From an optimization exercise on the open Yosys and OpenROAD flow, aimed at small area, a short achievable clock period and few clock cycles; shortcuts taken in it are not production practice.
At most, simulation tests tie the RTL to the original design; equivalence was not proved.
No activity file was given, so power comes from the tool's default toggle rates.

== main ==
==> flow/design.v <==
`timescale 1ns/1ps
`default_nettype none
package event_sched_pkg;
    localparam int ADDR_W     = 16;
    localparam int COORD_W    = 8;
    localparam int ROW_STRIDE = 256;
    parameter int HALF_WIN    = 2;
    parameter int QUEUE_DEPTH = 16;
    function automatic logic lt8(input logic [7:0] a, input logic [7:0] b);
        logic r;
        r = 1'b0;
        for (int i = 0; i < 8; i++) r = (~a[i] & b[i]) | (~a[i] & r) | (b[i] & r);
        lt8 = r;
    endfunction
    function automatic logic lt16(input logic [15:0] a, input logic [15:0] b);
        logic r;
        r = 1'b0;
        for (int i = 0; i < 16; i++) r = (~a[i] & b[i]) | (~a[i] & r) | (b[i] & r);
        lt16 = r;
    endfunction
endpackage
`default_nettype wire
`timescale 1ns/1ps
`default_nettype none
module todo_lane (
    input  logic       seg_vld,
    input  logic [7:0] seg_top,
    input  logic [7:0] seg_lo,
    input  logic [7:0] seg_hi,
    input  logic [8:0] row,
    input  logic [7:0] col,
    input  logic [7:0] col_inc,
    output logic       act,
    output logic       cont,
    output logic       cov1,
    output logic       later
);
    logic [9:0] d;      
    logic       ge0, eq4, eqm1;
    assign d    = {row[8], row} - {2'b00, seg_top};
    assign ge0  = !d[9];
    assign eq4  = d[2];
    assign eqm1 = (d == 10'h3ff);
    assign act   = seg_vld && ge0 && event_sched_pkg::lt8(col, seg_hi);
    assign cont  = act && !event_sched_pkg::lt8(col_inc, seg_lo);
    assign cov1  = seg_vld && ((ge0 && !eq4) || eqm1);
    assign later = seg_vld && d[9] && !eqm1;
endmodule
`default_nettype wire
`timescale 1ns/1ps
`default_nettype none
module window_picker #(
    parameter int N = 5
) (
    input  logic [N-1:0]   mask,
    input  logic [N*N-1:0] ord,
    output logic [N-1:0]   pick
);
    always_comb begin
        for (int i = 0; i < N; i++) begin
            pick[i] = mask[i];
            for (int j = 0; j < N; j++) begin
                if (j != i && mask[j] && !ord[i*N+j]) pick[i] = 1'b0;
            end
        end
    end
endmodule
`default_nettype wire
`timescale 1ns/1ps
`default_nettype none
module sched_ctrl (
    input  logic [7:0] ev_top,
    input  logic [7:0] ev_lo,
    input  logic       cur_vld,
    input  logic [7:0] cur_top,
    input  logic [7:0] cur_hc,
    output logic       fresh,
    output logic       merge
);
    assign fresh = !cur_vld || event_sched_pkg::lt16({cur_top, cur_hc}, {ev_top, ev_lo});
    assign merge = cur_vld && (ev_top == cur_top)
                   && !event_sched_pkg::lt8(cur_hc + 8'd5, ev_lo);
endmodule
`default_nettype wire
`timescale 1ns/1ps
`default_nettype none
module event_sched_top #(
    parameter int NS = 3
) (
    input  logic        clk,
    input  logic        rst_n,
    input  logic [15:0] event_addr,
    input  logic        event_valid,
    output logic        event_ready,
    output logic [15:0] window_addr,
    output logic        window_valid,
    input  logic        window_ready
);
    localparam int N = NS + 1;
    logic [N-1:0]  seg_vld;
    logic [7:0]    seg_top [N];
    logic [7:0]    seg_lo  [N];
    logic [7:0]    seg_hi  [N];
    logic [NS-1:0] lo_le [NS];
    logic [7:0]    ev_top;   
    logic [7:0]    ev_lo;
    logic          multi;    
    logic          rdy;      
    logic [15:0]   pos;      
    logic          wv;
    logic          first;    
    logic          fresh, merge;
    logic          room, consume, open_seg;
    logic [NS-1:0] alloc;
    assign event_ready  = rdy;
    assign window_valid = wv;
    assign window_addr  = pos;
    sched_ctrl sched_ctrl_inst (
        .ev_top(ev_top),
        .ev_lo(ev_lo),
        .cur_vld(seg_vld[NS]),
        .cur_top(seg_top[NS]),
        .cur_hc(seg_hi[NS]),
        .fresh(fresh),
        .merge(merge)
    );
    assign room     = !seg_vld[NS] || !(&seg_vld[NS-1:0]);
    assign consume  = !rdy && (!fresh || merge || room);
    assign open_seg = !rdy && fresh && !merge && room;
    always_comb begin
        alloc = '0;
        for (int s = NS - 1; s >= 0; s--) begin
            if (!seg_vld[s]) alloc = NS'(1) << s;
        end
        if (!(open_seg && seg_vld[NS])) alloc = '0;
    end
    logic [8:0]   R;         
    logic [7:0]   C, R1, C1;
    logic [N-1:0] act, cont, cov1, later;
    logic [N*N-1:0] lo_before;
    logic [N-1:0] pick_in, pick_c1;
    logic [7:0]   ht, hc;
    logic         lo_early;
    assign R  = {first, pos[15:8] | {8{first}}};
    assign C  = pos[7:0];
    assign R1 = R[7:0] + 8'd1;
    assign C1 = C + 8'd1;
    for (genvar s = 0; s < NS; s++) begin : g_seg
        todo_lane todo_lane_inst (
            .seg_vld(seg_vld[s]),
            .seg_top(seg_top[s]),
            .seg_lo(seg_lo[s]),
            .seg_hi(seg_hi[s]),
            .row(R),
            .col(C),
            .col_inc(C1),
            .act(act[s]),
            .cont(cont[s]),
            .cov1(cov1[s]),
            .later(later[s])
        );
    end
    assign ht = seg_top[NS];
    assign hc = seg_hi[NS];
    logic       r_eq, r1_eq, r_lt, r1_lt, c1_lt;
    assign r_eq  = !first && (R[7:0] == ht);
    assign r1_eq = (R1 == ht);
    assign r_lt  = !r_eq;
    assign r1_lt = !r_eq && !r1_eq;
    assign c1_lt = event_sched_pkg::lt8(C1, hc);
    assign act[NS]   = seg_vld[NS] && r_eq && c1_lt;
    assign cont[NS]  = act[NS] && !event_sched_pkg::lt8(C1, seg_lo[NS]);
    assign cov1[NS]  = seg_vld[NS] && r1_eq;
    assign later[NS] = seg_vld[NS] && r1_lt;
    assign lo_early = multi;
    logic [NS-1:0] cur_first;
    always_comb begin
        for (int j = 0; j < NS; j++) begin
            cur_first[j] = !event_sched_pkg::lt8(seg_lo[j], seg_lo[NS]);
        end
    end
    always_comb begin
        for (int i = 0; i < N; i++) begin
            for (int j = 0; j < N; j++) begin
                if (i == NS)      lo_before[i*N+j] = (j == NS) ? 1'b0 : cur_first[j];
                else if (j == NS) lo_before[i*N+j] = !cur_first[i];
                else if (i < j)   lo_before[i*N+j] = lo_le[i][j];
                else              lo_before[i*N+j] = !lo_le[j][i];
            end
        end
    end
    window_picker #(.N(N)) pick_in_inst (.mask(act),   .ord(lo_before),  .pick(pick_in));
    window_picker #(.N(N)) pick_c1_inst (.mask(cov1),  .ord(lo_before),  .pick(pick_c1));
    logic        any_act, any_cont, any_c1, any_l;
    logic [7:0]  lo_in, lo_c1;
    logic        early_in, early_c1;
    logic        due;
    logic [15:0] nxt;
    logic        free;     
    logic        skip;     
    assign any_act  = |act;
    assign any_cont = |cont;
    assign any_c1   = |cov1;
    assign any_l    = |later;
    always_comb begin
        lo_in = '0; lo_c1 = '0;
        for (int s = 0; s < N; s++) begin
            lo_in    = lo_in    | ({8{pick_in[s]}} & seg_lo[s]);
            lo_c1    = lo_c1    | ({8{pick_c1[s]}} & seg_lo[s]);
        end
    end
    assign early_in = act[NS] && (!pick_in[NS] || lo_early);
    assign early_c1 = !pick_c1[NS] || lo_early;
    always_comb begin
        if (any_act) begin
            nxt = {R[7:0], any_cont ? C1 : lo_in};
            due = r_lt || (r_eq && (any_cont ? c1_lt : early_in));
        end else if (any_c1) begin
            nxt = {R1, lo_c1};
            due = r1_lt || (r1_eq && early_c1);
        end else begin
            nxt = {R1, 8'hff};
            due = 1'b0;
        end
    end
    assign free = !wv || window_ready;
    assign skip = !any_act && !any_c1 && any_l;
    always_ff @(posedge clk) begin
        if (rdy && event_valid) begin
            ev_top <= event_addr[15:8] - 8'd2;
            ev_lo  <= event_addr[7:0] - 8'd2;
        end
        for (int s = 0; s < NS; s++) begin
            if (alloc[s]) begin
                seg_top[s] <= seg_top[NS];
                seg_lo[s]  <= seg_lo[NS];
                seg_hi[s]  <= seg_hi[NS] + 8'd4;
                for (int j = 0; j < NS; j++) begin
                    if (j < s) lo_le[j][s] <= !cur_first[j];
                    if (j > s) lo_le[s][j] <= cur_first[j];
                end
            end
        end
        if (open_seg) begin
            seg_top[NS] <= ev_top;
            seg_lo[NS]  <= ev_lo;
            multi       <= 1'b0;
        end else if (consume && fresh) begin
            multi       <= 1'b1;
        end
        if (consume && fresh) begin
            seg_hi[NS] <= ev_lo;
        end
        if (free && (due || skip)) begin
            pos <= nxt;
        end
    end
    always_ff @(posedge clk or negedge rst_n) begin
        if (!rst_n) begin
            seg_vld <= '0;
            rdy     <= 1'b1;
            wv      <= 1'b0;
            first   <= 1'b1;
        end else begin
            seg_vld[NS-1:0] <= (seg_vld[NS-1:0] & (act[NS-1:0] | cov1[NS-1:0] | later[NS-1:0]))
                               | alloc;
            if (open_seg) seg_vld[NS] <= 1'b1;
            rdy <= rdy ? !event_valid : consume;
            if (free) begin
                wv <= due;
                if (due || skip) first <= 1'b0;
            end
        end
    end
endmodule
`default_nettype wire
clock: 14.5 ns
lec_check: 0
abc_area: 1
cap_margin: 20
core_margin: 2
core_utilization: 40
cts_buf_list: sky130_fd_sc_hd__clkbuf_8
place_density: 0.85
setup_slack_margin: 0.5
slew_margin: 20
standard.sh (not shown) runs the stock make flow with config.mk's settings and CLKGATE_MAP_FILE= SYNTH_SCRIPT=/design/flow/synth_recipe.tcl, a recipe that flattens the netlist after the stock synthesis.
==> flow/flow/run.sh <==
#!/bin/bash
# The standard layout, with faster port buffers than the default choice, a
# clock tree without dummy loads, and timing repair aiming well past the
# clock period's needs.
set -euo pipefail
export BUFFER_PORTS_ARGS="-buffer_cell sky130_fd_sc_hd__buf_1"
export CTS_ARGS="-sink_clustering_enable -repair_clock_nets -buf_list sky130_fd_sc_hd__clkbuf_8 -dont_use_dummy_load"
bash standard.sh SETUP_SLACK_MARGIN=10.4 finish > standard_flow.log 2>&1
Testbench counts of main, summed over its fixed seeds: cycles 16,698.
For the feature branch, these inputs were changed with respect to main:
-- flow/design.v --
<<< main, line 37
);
    logic [9:0] d;      
    logic       ge0, eq4, eqm1;
    assign d    = {row[8], row} - {2'b00, seg_top};
    assign ge0  = !d[9];
    assign eq4  = d[2];
    assign eqm1 = (d == 10'h3ff);
    assign act   = seg_vld && ge0 && event_sched_pkg::lt8(col, seg_hi);
    assign cont  = act && !event_sched_pkg::lt8(col_inc, seg_lo);
    assign cov1  = seg_vld && ((ge0 && !eq4) || eqm1);
    assign later = seg_vld && d[9] && !eqm1;
endmodule
>>> the feature branch, line 37
);
    logic [9:0] d;      
    logic       ge0, le3, le4, eqm1;
    assign d    = {row[8], row} - {2'b00, seg_top};
    assign ge0  = !d[9];
    assign le4  = ge0 && (d[8:0] <= 9'd4);
    assign le3  = ge0 && (d[8:0] <= 9'd3);
    assign eqm1 = (d == 10'h3ff);
    assign act   = seg_vld && le4 && event_sched_pkg::lt8(col, seg_hi);
    assign cont  = act && !event_sched_pkg::lt8(col_inc, seg_lo);
    assign cov1  = seg_vld && (le3 || eqm1);
    assign later = seg_vld && d[9] && !eqm1;
endmodule
<<< main, line 139
    logic [N-1:0] act, cont, cov1, later;
    logic [N*N-1:0] lo_before;
    logic [N-1:0] pick_in, pick_c1;
    logic [7:0]   ht, hc;
    logic         lo_early;
>>> the feature branch, line 140
    logic [N-1:0] act, cont, cov1, later;
    logic [N*N-1:0] lo_before;
    logic [7:0]   ht, hc;
    logic         lo_early;
<<< main, line 164
    assign hc = seg_hi[NS];
    logic       r_eq, r1_eq, r_lt, r1_lt, c1_lt;
    assign r_eq  = !first && (R[7:0] == ht);
    assign r1_eq = (R1 == ht);
    assign r_lt  = !r_eq;
    assign r1_lt = !r_eq && !r1_eq;
    assign c1_lt = event_sched_pkg::lt8(C1, hc);
    assign act[NS]   = seg_vld[NS] && r_eq && c1_lt;
>>> the feature branch, line 164
    assign hc = seg_hi[NS];
    logic       r_eq, r1_eq, r_lt, r1_lt, c1_lt;
    logic [9:0] dr;    
    assign dr    = {R[8], R} - {2'b00, ht};
    assign r_eq  = (dr == 10'd0);
    assign r1_eq = (dr == 10'h3ff);
    assign r_lt  = dr[9];
    assign r1_lt = dr[9] && !r1_eq;
    assign c1_lt = event_sched_pkg::lt8(C1, hc);
    assign act[NS]   = seg_vld[NS] && r_eq && c1_lt;
<<< main, line 190
        end
    end
    window_picker #(.N(N)) pick_in_inst (.mask(act),   .ord(lo_before),  .pick(pick_in));
    window_picker #(.N(N)) pick_c1_inst (.mask(cov1),  .ord(lo_before),  .pick(pick_c1));
    logic        any_act, any_cont, any_c1, any_l;
    logic [7:0]  lo_in, lo_c1;
    logic        early_in, early_c1;
    logic        due;
>>> the feature branch, line 192
        end
    end
    logic        any_act, any_cont, any_c1, any_l;
    logic [N-1:0] pick_r;   
    logic [7:0]  lo_r;
    logic        early_in, early_c1;
    logic        due;
<<< main, line 203
    assign any_c1   = |cov1;
    assign any_l    = |later;
    always_comb begin
        lo_in = '0; lo_c1 = '0;
        for (int s = 0; s < N; s++) begin
            lo_in    = lo_in    | ({8{pick_in[s]}} & seg_lo[s]);
            lo_c1    = lo_c1    | ({8{pick_c1[s]}} & seg_lo[s]);
        end
    end
    assign early_in = act[NS] && (!pick_in[NS] || lo_early);
    assign early_c1 = !pick_c1[NS] || lo_early;
    always_comb begin
        if (any_act) begin
            nxt = {R[7:0], any_cont ? C1 : lo_in};
            due = r_lt || (r_eq && (any_cont ? c1_lt : early_in));
        end else if (any_c1) begin
            nxt = {R1, lo_c1};
            due = r1_lt || (r1_eq && early_c1);
        end else begin
>>> the feature branch, line 204
    assign any_c1   = |cov1;
    assign any_l    = |later;
    window_picker #(.N(N)) pick_r_inst (.mask(any_act ? act : cov1), .ord(lo_before), .pick(pick_r));
    always_comb begin
        lo_r = '0;
        for (int s = 0; s < N; s++) begin
            lo_r = lo_r | ({8{pick_r[s]}} & seg_lo[s]);
        end
    end
    assign early_in = act[NS] && (!pick_r[NS] || lo_early);
    assign early_c1 = !pick_r[NS] || lo_early;
    always_comb begin
        if (any_act) begin
            nxt = {R[7:0], any_cont ? C1 : lo_r};
            due = r_lt || (r_eq && (any_cont ? c1_lt : early_in));
        end else if (any_c1) begin
            nxt = {R1, lo_r};
            due = r1_lt || (r1_eq && early_c1);
        end else begin
Results
- In the feature branch, final cell count is higher than in main.
- Relative to main, the total nets after synthesis measured on the feature branch has increased by more than 10%.
- Comparing the feature branch against main, there is no change at all in top-level port count.
- Changes observed in the feature branch relative to main: fraction of area in registers went down, setup clock skew after layout did not really move, clock-pin slew of the registers on the worst-case setup and hold paths did not really move, clock network power share went down, data required time of the worst path did not really move.
- Of main and the feature branch, the run reporting the lower detailed-route wire length on metal 1 was main.
- Taking main as the reference, in the feature branch wire length of the first global-routing pass saw an increase; highest net fanout along the worst path now sits lower; post-synthesis adder-cell area fraction higher; global-route usage grew by 0.33 points; number of global-route vias before repair rose 496.
For the feature branch, only the layout was checked, not whether the RTL still works.

[port drivers added, routing unchanged]
How much do the figures lean on ideal ports? The routed layouts below were timed once more, with nothing changed but the port constraints. Step 1, drivers: a clkbuf_16 drives clk and a buf_2 each remaining input, both assumed. Step 2 times the ports against the registers' clock, not the clock port: input delays grow and output delays shrink by t, the midpoint of the rising clock arrivals with the driver on. Three values: no drivers, after step 1, after step 2; two values: the first two.
run | shift t [ns] | slack for setup (ns) | worst setup path after step 2 | worst register clock-pin slew, ns
main | 0.469 | 10.440 / 10.406 / 10.601 | input to register | 0.08 / 0.08
the feature branch | 0.498 | 10.462 / 10.417 / 10.530 | register to register | 0.08 / 0.08
After both steps every run listed still meets setup and hold.
